This design comes from an exercise in tuning for small area on the open sky130 flow, not from production work.
In this exercise RTL edits were held to simulation tests only and were not proved equivalent to the original.
Power is estimated from default activity; no workload was simulated.

==> design.v <==
`default_nettype none
package led_matrix_pkg;
    localparam int PIXEL_WIDTH       = 16;
    localparam int PIXEL_HEIGHT      = 8;
    localparam int BYTES_PER_PIXEL   = 2;
    localparam int BRIGHTNESS_LEVELS = 6;
    localparam int ROW_BITS      = $clog2(PIXEL_HEIGHT);
    localparam int COL_BITS      = $clog2(PIXEL_WIDTH);
    localparam int PIXEL_BITS    = 8 * BYTES_PER_PIXEL;       
    localparam int ROW_BYTES     = PIXEL_WIDTH * BYTES_PER_PIXEL;
    localparam int ROW_BYTE_BITS = $clog2(ROW_BYTES);
    localparam int NUM_BANKS      = 4;
    localparam int BANK_SEL_BITS  = $clog2(NUM_BANKS);
    localparam int BANK_ADDR_BITS = 6;                        
    localparam int BANK_ENTRIES   = 2 ** (BANK_ADDR_BITS - 1);
    localparam logic [7:0] CMD_RED_ON     = "R";
    localparam logic [7:0] CMD_RED_OFF    = "r";
    localparam logic [7:0] CMD_GREEN_ON   = "G";
    localparam logic [7:0] CMD_GREEN_OFF  = "g";
    localparam logic [7:0] CMD_BLUE_ON    = "B";
    localparam logic [7:0] CMD_BLUE_OFF   = "b";
    localparam logic [7:0] CMD_PLANES_OFF = "0";
    localparam logic [7:0] CMD_PLANES_ON  = "9";
    localparam logic [7:0] CMD_PLANE_1    = "1";    
    localparam logic [7:0] CMD_LOAD_ROW   = "L";
    localparam logic [7:0] CMD_LOAD_PIXEL = "P";
    typedef struct packed {
        logic [ROW_BITS-1:0] row;
        logic [COL_BITS-1:0] col;
        logic                byte_sel;
    } pixel_pos_t;
    typedef struct packed {
        pixel_pos_t pos;
        logic [7:0] data;
    } frame_write_t;
    typedef struct packed {
        logic                      en;
        logic [BANK_ADDR_BITS-2:0] entry;
    } bank_read_t;
    typedef struct packed {
        logic [2:0]                   rgb_enable;         
        logic [BRIGHTNESS_LEVELS-1:0] brightness_enable;
    } display_mask_t;
endpackage
`default_nettype wire
`default_nettype none
module command_decoder (
    input  wire logic                         clk_in,
    input  wire logic                         reset,
    input  wire logic [7:0]                   byte_in,
    input  wire logic                         byte_valid,
    input  wire logic                         row_done,
    input  wire led_matrix_pkg::frame_write_t row_write,
    input  wire logic                         row_we,
    input  wire logic                         pixel_done,
    input  wire led_matrix_pkg::frame_write_t pixel_write,
    input  wire logic                         pixel_we,
    output logic                              row_enable,
    output logic                              pixel_enable,
    output led_matrix_pkg::frame_write_t      frame_write,
    output logic [led_matrix_pkg::NUM_BANKS-1:0] bank_we,
    output led_matrix_pkg::display_mask_t     display_mask
);
    typedef enum logic [1:0] {
        ST_IDLE,
        ST_LOAD_ROW,
        ST_LOAD_PIXEL
    } decoder_state_t;
    decoder_state_t state;
    logic [led_matrix_pkg::BRIGHTNESS_LEVELS-1:0] brightness_pending;
    logic [led_matrix_pkg::BRIGHTNESS_LEVELS-1:0] plane_toggle;
    logic [7:0]                                   plane_offset;
    led_matrix_pkg::frame_write_t sel_write;
    logic                         sel_we;
    logic                         sel_done;
    assign row_enable   = (state == ST_LOAD_ROW);
    assign pixel_enable = (state == ST_LOAD_PIXEL);
    always_comb begin
        plane_offset = byte_in - led_matrix_pkg::CMD_PLANE_1;
        plane_toggle = '0;
        for (int i = 0; i < led_matrix_pkg::BRIGHTNESS_LEVELS; i++) begin
            if (plane_offset == led_matrix_pkg::BRIGHTNESS_LEVELS - 1 - i) begin
                plane_toggle[i] = 1'b1;
            end
        end
    end
    always_comb begin
        sel_write = row_write;
        sel_we    = 1'b0;
        sel_done  = 1'b0;
        case (state)
            ST_LOAD_ROW: begin
                sel_we   = row_we;
                sel_done = row_done;
            end
            ST_LOAD_PIXEL: begin
                sel_write = pixel_write;
                sel_we    = pixel_we;
                sel_done  = pixel_done;
            end
            default: begin
            end
        endcase
    end
    always_ff @(posedge clk_in) begin
        if (sel_we) begin
            frame_write <= sel_write;
        end
    end
    always_ff @(posedge clk_in) begin
        if (reset) begin
            state                          <= ST_IDLE;
            bank_we                        <= '0;
            display_mask.rgb_enable        <= 3'b111;
            display_mask.brightness_enable <= '1;
            brightness_pending             <= '1;
        end else begin
            bank_we <= '0;
            if (sel_we) begin
                bank_we[sel_write.pos.row[led_matrix_pkg::BANK_SEL_BITS-1:0]] <= 1'b1;
            end
            if (byte_valid) begin
                display_mask.brightness_enable <= brightness_pending;
                if (state == ST_IDLE) begin
                    case (byte_in)
                        led_matrix_pkg::CMD_RED_ON:     display_mask.rgb_enable[0] <= 1'b1;
                        led_matrix_pkg::CMD_RED_OFF:    display_mask.rgb_enable[0] <= 1'b0;
                        led_matrix_pkg::CMD_GREEN_ON:   display_mask.rgb_enable[1] <= 1'b1;
                        led_matrix_pkg::CMD_GREEN_OFF:  display_mask.rgb_enable[1] <= 1'b0;
                        led_matrix_pkg::CMD_BLUE_ON:    display_mask.rgb_enable[2] <= 1'b1;
                        led_matrix_pkg::CMD_BLUE_OFF:   display_mask.rgb_enable[2] <= 1'b0;
                        led_matrix_pkg::CMD_PLANES_OFF: brightness_pending <= '0;
                        led_matrix_pkg::CMD_PLANES_ON:  brightness_pending <= '1;
                        led_matrix_pkg::CMD_LOAD_ROW:   state <= ST_LOAD_ROW;
                        led_matrix_pkg::CMD_LOAD_PIXEL: state <= ST_LOAD_PIXEL;
                        default: begin
                            brightness_pending <= (brightness_pending & ~plane_toggle) |
                                (~display_mask.brightness_enable & plane_toggle);
                        end
                    endcase
                end else if (sel_done) begin
                    state <= ST_IDLE;    
                end
            end
        end
    end
endmodule
`default_nettype wire
`default_nettype none
module row_loader (
    input  wire logic                    clk_in,
    input  wire logic                    reset,
    input  wire logic [7:0]              byte_in,
    input  wire logic                    byte_valid,
    input  wire logic                    enable,
    output led_matrix_pkg::frame_write_t write,
    output logic                         we,
    output logic                         done
);
    logic                                     have_row;
    logic [led_matrix_pkg::ROW_BITS-1:0]      row;
    logic [led_matrix_pkg::ROW_BYTE_BITS-1:0] byte_count;    
    always_ff @(posedge clk_in) begin
        if (enable && byte_valid && !have_row) begin
            row <= byte_in[led_matrix_pkg::ROW_BITS-1:0];
        end
    end
    always_ff @(posedge clk_in) begin
        if (reset || !enable) begin
            have_row   <= 1'b0;
            byte_count <= '0;
        end else if (byte_valid) begin
            if (!have_row) begin
                have_row <= 1'b1;
            end else begin
                byte_count <= byte_count + 1'b1;
            end
        end
    end
    assign write.pos.row      = row;
    assign write.pos.col      = byte_count[led_matrix_pkg::ROW_BYTE_BITS-1:1];
    assign write.pos.byte_sel = byte_count[0];
    assign write.data         = byte_in;
    assign we   = enable && byte_valid && have_row;
    assign done = we && (&byte_count);     
endmodule
`default_nettype wire
`default_nettype none
module pixel_loader (
    input  wire logic                    clk_in,
    input  wire logic                    reset,
    input  wire logic [7:0]              byte_in,
    input  wire logic                    byte_valid,
    input  wire logic                    enable,
    output led_matrix_pkg::frame_write_t write,
    output logic                         we,
    output logic                         done
);
    logic [1:0]                          step;
    logic [led_matrix_pkg::ROW_BITS-1:0] row;
    logic [led_matrix_pkg::COL_BITS-1:0] col;
    always_ff @(posedge clk_in) begin
        if (enable && byte_valid) begin
            if (step == 2'd0) begin
                row <= byte_in[led_matrix_pkg::ROW_BITS-1:0];
            end
            if (step == 2'd1) begin
                col <= byte_in[led_matrix_pkg::COL_BITS-1:0];
            end
        end
    end
    always_ff @(posedge clk_in) begin
        if (reset || !enable) begin
            step <= 2'd0;
        end else if (byte_valid) begin
            step <= step + 2'd1;
        end
    end
    assign write.pos.row      = row;
    assign write.pos.col      = col;
    assign write.pos.byte_sel = step[0];
    assign write.data         = byte_in;
    assign we   = enable && byte_valid && step[1];
    assign done = we && step[0];
endmodule
`default_nettype wire
`default_nettype none
module frame_bank (
    input  wire logic                         clk_in,
    input  wire led_matrix_pkg::frame_write_t write,
    input  wire logic                         we,
    input  wire led_matrix_pkg::bank_read_t   read,
    output logic [led_matrix_pkg::PIXEL_BITS-1:0] read_data
);
    logic [led_matrix_pkg::PIXEL_BITS-1:0] mem [led_matrix_pkg::BANK_ENTRIES];
    logic [led_matrix_pkg::BANK_ADDR_BITS-2:0] write_entry;
    assign write_entry = {write.pos.row[led_matrix_pkg::ROW_BITS-1:led_matrix_pkg::BANK_SEL_BITS],
                          write.pos.col};
    always_ff @(posedge clk_in) begin
        if (we) begin
            if (write.pos.byte_sel) begin
                mem[write_entry][7:0] <= write.data;
            end else begin
                mem[write_entry][15:8] <= write.data;    
            end
        end
    end
    always_ff @(posedge clk_in) begin
        if (read.en) begin
            read_data <= mem[read.entry];
        end
    end
endmodule
`default_nettype wire
`default_nettype none
module scan_reader (
    input  wire logic                                clk_in,
    input  wire logic                                reset,
    input  wire logic                                read_strobe,
    input  wire logic [led_matrix_pkg::ROW_BITS-1:0] read_row,
    input  wire logic [led_matrix_pkg::COL_BITS-1:0] read_col,
    input  wire logic [led_matrix_pkg::NUM_BANKS-1:0][led_matrix_pkg::PIXEL_BITS-1:0] bank_data,
    input  wire led_matrix_pkg::display_mask_t       display_mask,
    output led_matrix_pkg::bank_read_t               read,
    output logic [led_matrix_pkg::PIXEL_BITS-1:0]    pixel_out,
    output logic                                     pixel_valid
);
    logic [led_matrix_pkg::BANK_SEL_BITS-1:0] bank_sel;
    logic                                     read_pending;
    logic [led_matrix_pkg::PIXEL_BITS-1:0]    raw_pixel;
    logic [4:0]                               red;
    logic [5:0]                               green;
    logic [4:0]                               blue;
    assign read.en    = read_strobe;
    assign read.entry = {read_row[led_matrix_pkg::ROW_BITS-1:led_matrix_pkg::BANK_SEL_BITS],
                         read_col};
    always_ff @(posedge clk_in) begin
        if (read_strobe) begin
            bank_sel <= read_row[led_matrix_pkg::BANK_SEL_BITS-1:0];
        end
    end
    always_ff @(posedge clk_in) begin
        if (reset) begin
            read_pending <= 1'b0;
            pixel_valid  <= 1'b0;
        end else begin
            read_pending <= read_strobe;
            pixel_valid  <= read_pending;
        end
    end
    assign raw_pixel = bank_data[bank_sel];
    always_comb begin
        red   = display_mask.rgb_enable[0] ?
                (raw_pixel[15:11] & display_mask.brightness_enable[5:1]) : 5'd0;
        green = display_mask.rgb_enable[1] ?
                (raw_pixel[10:5] & display_mask.brightness_enable[5:0]) : 6'd0;
        blue  = display_mask.rgb_enable[2] ?
                (raw_pixel[4:0] & display_mask.brightness_enable[5:1]) : 5'd0;
    end
    always_ff @(posedge clk_in) begin
        if (read_pending) begin
            pixel_out <= {red, green, blue};
        end
    end
endmodule
`default_nettype wire
`default_nettype none
module led_matrix_ctrl (
    input  wire logic                                clk_in,
    input  wire logic                                reset,
    input  wire logic [7:0]                          byte_in,
    input  wire logic                                byte_valid,
    input  wire logic                                read_strobe,
    input  wire logic [led_matrix_pkg::ROW_BITS-1:0] read_row,
    input  wire logic [led_matrix_pkg::COL_BITS-1:0] read_col,
    output logic [led_matrix_pkg::PIXEL_BITS-1:0]    pixel_out,
    output logic                                     pixel_valid,
    output logic [2:0]                               rgb_enable,
    output logic [led_matrix_pkg::BRIGHTNESS_LEVELS-1:0] brightness_enable
);
    logic                         row_enable;
    logic                         pixel_enable;
    led_matrix_pkg::frame_write_t row_write;
    led_matrix_pkg::frame_write_t pixel_write;
    logic                         row_we;
    logic                         pixel_we;
    logic                         row_done;
    logic                         pixel_done;
    led_matrix_pkg::frame_write_t             frame_write;
    logic [led_matrix_pkg::NUM_BANKS-1:0]     bank_we;
    led_matrix_pkg::bank_read_t               bank_read;
    logic [led_matrix_pkg::NUM_BANKS-1:0][led_matrix_pkg::PIXEL_BITS-1:0] bank_data;
    led_matrix_pkg::display_mask_t            display_mask;
    command_decoder command_decoder_inst (
        .clk_in      (clk_in),
        .reset       (reset),
        .byte_in     (byte_in),
        .byte_valid  (byte_valid),
        .row_done    (row_done),
        .row_write   (row_write),
        .row_we      (row_we),
        .pixel_done  (pixel_done),
        .pixel_write (pixel_write),
        .pixel_we    (pixel_we),
        .row_enable  (row_enable),
        .pixel_enable(pixel_enable),
        .frame_write (frame_write),
        .bank_we     (bank_we),
        .display_mask(display_mask)
    );
    row_loader row_loader_inst (
        .clk_in    (clk_in),
        .reset     (reset),
        .byte_in   (byte_in),
        .byte_valid(byte_valid),
        .enable    (row_enable),
        .write     (row_write),
        .we        (row_we),
        .done      (row_done)
    );
    pixel_loader pixel_loader_inst (
        .clk_in    (clk_in),
        .reset     (reset),
        .byte_in   (byte_in),
        .byte_valid(byte_valid),
        .enable    (pixel_enable),
        .write     (pixel_write),
        .we        (pixel_we),
        .done      (pixel_done)
    );
    for (genvar i = 0; i < led_matrix_pkg::NUM_BANKS; i++) begin : g_bank
        frame_bank frame_bank_inst (
            .clk_in   (clk_in),
            .write    (frame_write),
            .we       (bank_we[i]),
            .read     (bank_read),
            .read_data(bank_data[i])
        );
    end
    scan_reader scan_reader_inst (
        .clk_in      (clk_in),
        .reset       (reset),
        .read_strobe (read_strobe),
        .read_row    (read_row),
        .read_col    (read_col),
        .bank_data   (bank_data),
        .display_mask(display_mask),
        .read        (bank_read),
        .pixel_out   (pixel_out),
        .pixel_valid (pixel_valid)
    );
    assign rgb_enable        = display_mask.rgb_enable;
    assign brightness_enable = display_mask.brightness_enable;
endmodule
`default_nettype wire
==> run.sh <==
#!/bin/bash
# synth_recipe.tcl (not shown) runs the flow's synth.tcl, then flattens the netlist and writes it again
# the make line also repeats each setting of config.mk as NAME=value (left out here)
make -C /OpenROAD-flow-scripts/flow DESIGN_CONFIG=/design/flow/config.mk WORK_HOME=/design/flow/orfs CLKGATE_MAP_FILE= SYNTH_SCRIPT=/design/flow/synth_recipe.tcl finish
==> constraint.sdc <==
create_clock -name core_clock -period 4.0 [get_ports {clk_in}]
set_input_delay 0.8000 -clock core_clock [delete_from_list [all_inputs] [get_ports {clk_in}]]
set_output_delay 0.8000 -clock core_clock [all_outputs]
set_load 0.01 [all_outputs]
==> config.mk <==
export PLATFORM = sky130hd
export DESIGN_NAME = led_matrix_ctrl
export DESIGN_NICKNAME = led_matrix_ctrl
export VERILOG_FILES = /design/flow/design.v
export SDC_FILE = /design/flow/constraint.sdc
export NUM_CORES = 4
export LEC_CHECK = 0
export CAP_MARGIN = 20
export CORE_MARGIN = 2
export CORE_UTILIZATION = 40
export SLEW_MARGIN = 20
==> results.txt <==
-- state kept, by name, indices dropped and copies added (netlist names), named ones only --
register / count
g_bank.frame_bank_inst.mem: 2048
g_bank.frame_bank_inst.read_data: 64
scan_reader_inst.pixel_out: 16
command_decoder_inst.frame_write: 14
command_decoder_inst.display_mask: 9
row_loader_inst.byte_count: 5
command_decoder_inst.bank_we: 4
pixel_loader_inst.col: 4
pixel_loader_inst.row: 3
row_loader_inst.row: 3
command_decoder_inst.state: 2
pixel_loader_inst.step: 2
scan_reader_inst.bank_sel: 2
row_loader_inst.have_row: 1
scan_reader_inst.pixel_valid: 1
scan_reader_inst.read_pending: 1
-- layout make-up --
type / instances / area (µm²) / share of cell area, %
flip-flops and latches: 2185 / 65300 / 68.01
multi-input cells: 1515 / 17070 / 17.77
clock buffers: 268 / 5494 / 5.722
repair buffers: 398 / 3625 / 3.775
inverters: 14 / 52.55 / 0.05473
well taps: 2788 / 3488 / 3.633
diodes: 5 / 12.51 / 0.01303
clock inverters: 110 / 980.9 / 1.022
-- final timing paths --
path / from / endpoint / slack [ns] / cells after the start
min reg2reg: register / command_decoder_inst.display_mask[5] / 0.47 / 1
min: register / command_decoder_inst.display_mask[5] / 0.47 / 1
max reg2reg: command_decoder_inst.frame_write[10] / g_bank[3].frame_bank_inst.mem[13][11] / 0.88 / 4
max: command_decoder_inst.frame_write[10] / g_bank[3].frame_bank_inst.mem[13][11] / 0.88 / 4
-- Yosys cell counts, types with 7 or more instances --
library cell | instances | area share (%)
a211o_1 | 7 | 0.073
a211oi_1 | 42 | 0.38
a21oi_1 | 8 | 0.048
a221oi_1 | 21 | 0.22
a22oi_1 | 33 | 0.30
a31oi_1 | 23 | 0.17
and3_1 | 7 | 0.052
buf_1 | 31 | 0.14
buf_2 | 57 | 0.34
buf_4 | 46 | 0.41
buf_6 | 9 | 0.12
clkbuf_1 | 82 | 0.37
dfxtp_1 | 31 | 0.74
edfxtp_1 | 2154 | 77
ha_1 | 7 | 0.10
inv_1 | 14 | 0.063
mux2_2 | 59 | 0.80
mux2i_1 | 55 | 0.66
mux4_2 | 471 | 13
nand2_1 | 91 | 0.41
nand2b_1 | 17 | 0.13
nand3_1 | 18 | 0.11
nand3b_1 | 9 | 0.081
nor2_1 | 279 | 1.3
nor2b_1 | 33 | 0.25
nor3_1 | 13 | 0.078
nor4_1 | 38 | 0.28
o22ai_1 | 193 | 1.4
or2_2 | 22 | 0.16
-- kinds of logic (layout without fill, tap and decap cells) --
family          count (synthesis)  in the layout  synth area share [%]
buf+inv                       239            790                 1.447
compound gates                355            355                 2.901
simple gates                  564            564                 3.157
fa+ha+maj                       7              7                0.1049
xor+xnor                        4              4               0.04196
flops                        2185           2185                 78.19
other cells                     0              5                     0
mux                           585            585                 14.16
-- critical path: cells and delay by family (launching register included) --
family                 cells  cell delay, ns
buffers and inverters      1            0.46
DFF                        1            0.42
and+or+nand+nor            3            1.86
-- where the power goes --
part	leakage (nW)	total [W]	switching, W	internal (W)
clock network	3.14	0.0189	0.00860	0.0103
logic	7.15	0.00174	0.00100	0.000733
registers	19.7	0.0250	0.0000798	0.0249
total	30.0	0.0456	0.00968	0.0359
-- routing by layer --
| layer | track usage (%) | vias up | wire [µm] |
|---|---|---|---|
| met5 | 0 | - | 68 |
| met4 | 7.939 | 10 | 8535 |
| met3 | 4.566 | 358 | 19910 |
| met2 | 33.04 | 1917 | 106500 |
| met1 | 29.99 | 22820 | 92300 |
| li1 | - | 17250 | - |
-- per-stage QoR --
stage | instances | setup TNS, ns
after floorplan | 3939 | -93.65
after global placement | 6898 | 0
after global routing | 7280 | 0
final | 7283 | 0
after detailed placement | 6900 | 0
after CTS | 7278 | 0
==> impl_metrics.toml <==
[run_status]
status = "timing/DRC/antenna clean"

[routing]
avgRoutedWirePerCell_um = 31.21
viasPerCell = 5.816
vias = 42360
drc = 0
final_antenna_net_count = 0
drt_first_iter_violations = 5307
dr.pass1.iters = 6
wl_mm = 227.3

[clock_tree]
cts_sinks = 2185
cts-resized-gates = 0
clk_latency_ns = 0.86
cts_made_buffers = 210
cts_tree = "yes"
cts_htree_levels = 4
postCtsSetupRepairBufs = 0
clk_pin_slew_ns = 0.06
clockRootBuffer = "clkbuf_16"
holdBufCountCts = 0
clockBufferDepth = 3

[layout]
nets = 4350
final_core_util_pct = 46.33
stdcell_area_mm2 = 0.09602
layout_commonest_cell = "edfxtp_1"
layout.cells.most_common_list = "edfxtp_1 (2,154), mux4_2 (471), buf_4 (312), nor2_1 (275), clkbuf_16 (211)"
area_growth_pct = 14.98
n_fill_cell = 17260
layout-drive-gt1-share_pct = 26.97

[floorplanning]
die_w_um = 460.9
die_h_um = 460.9
initial_core_util_pct = 40.29
design.core.area_mm2 = 0.2073
io_pins = 45
dieArea_mm2 = 0.2125
fp-row-count = 167

[global_route]
grt_pass1_vias = 42040
grt_start_max_net_pins = 160
grt_first_pass_wirelength_mm = 321.1
grt_overflow = 0
antenna_found_initial = 9
grt_usage_pct = 21.39

[power]
cellPowerDensity_mw_per_mm2 = 475.0
ir_worst_vdd_v = 0.0004486
totalPowerFinal_w = 0.04561
power.leakage_nw = 29.95

[logic_synthesis]
syn_area_mm2 = 0.08352
dominantRegCellSynth = "edfxtp_1"
synth_nets = 3965
synthArstFlopShare_pct = 0
synth-edff-count = 2154
avgSynthCellArea_um2 = 21.20
ys_warn_count = 5
ys_ff_latch = 2185
seq_area_frac_synth_pct = 78.19
syn_inst = 3939
yosysUniqueCellTypes = 60

[critical_path]
slowest_delay_ns = 0.70
cp-end-kind = "register"
cp_max_fo = 8
slowest_stage = "nand2_1"
cp-start-kind = "register"
cp.arrival_ns = 3.59
crit_required_ns = 4.47
path_cells = "nor2b_1 -> nand2_1 -> buf_4 -> nor2_1"
crit_type = "reg2reg"

[placed_design]
gp_congestion = 0.8934
postPlaceCellArea_mm2 = 0.08953
detailedPlace.worstSlack_ns = 0.6290
io_buffers = 44
dp_hpwl_mm = 143.8

[run]
maxCapViolations = 0

[sta]
finalSetupViolations = 0
slew_headroom_pct = 22.39
fin_crit_ns = 3.115
skew_ns = 0.04254
hold_viol = 0
rsz0062_at_grt = "false"
slew_violations = 0
fmax_mhz = 321.0
setup_ws_ns = 0.8849
period_share_pct = 77.88
worst_slew_pin_slew_ns = 1.157
hold_slack_ns = 0.4714

[worst_hold_path]
hp-class = "reg2reg"

what the ideal ports hide:
The flow's constraints put no driver on any port. The routed layout listed below was extracted and timed again, unchanged, in two steps.
Step 1 (the two cells are an assumption about what drives the block):
set clk [get_ports {clk_in}]
set_driving_cell -lib_cell sky130_fd_sc_hd__clkbuf_16 $clk
set_driving_cell -lib_cell sky130_fd_sc_hd__buf_2 [delete_from_list [all_inputs] $clk]
Step 2 also shifts input and output timing later by t, the mid clock arrival at the registers, as if the neighbouring blocks saw the same clock.
a / b / c = ideal / step 1 / step 2; a / b = the first two.
t, ns: 0.913
setup slack, ns: 0.885 / 0.885 / 0.463
worst setup path at the end: input to register
worst data-port slew with drivers (ns): 0.14
After both steps setup and hold are still met in this run. For this run, drivers alone change the setup slack by 0.000 ns; drivers and shift together by -0.422 ns.
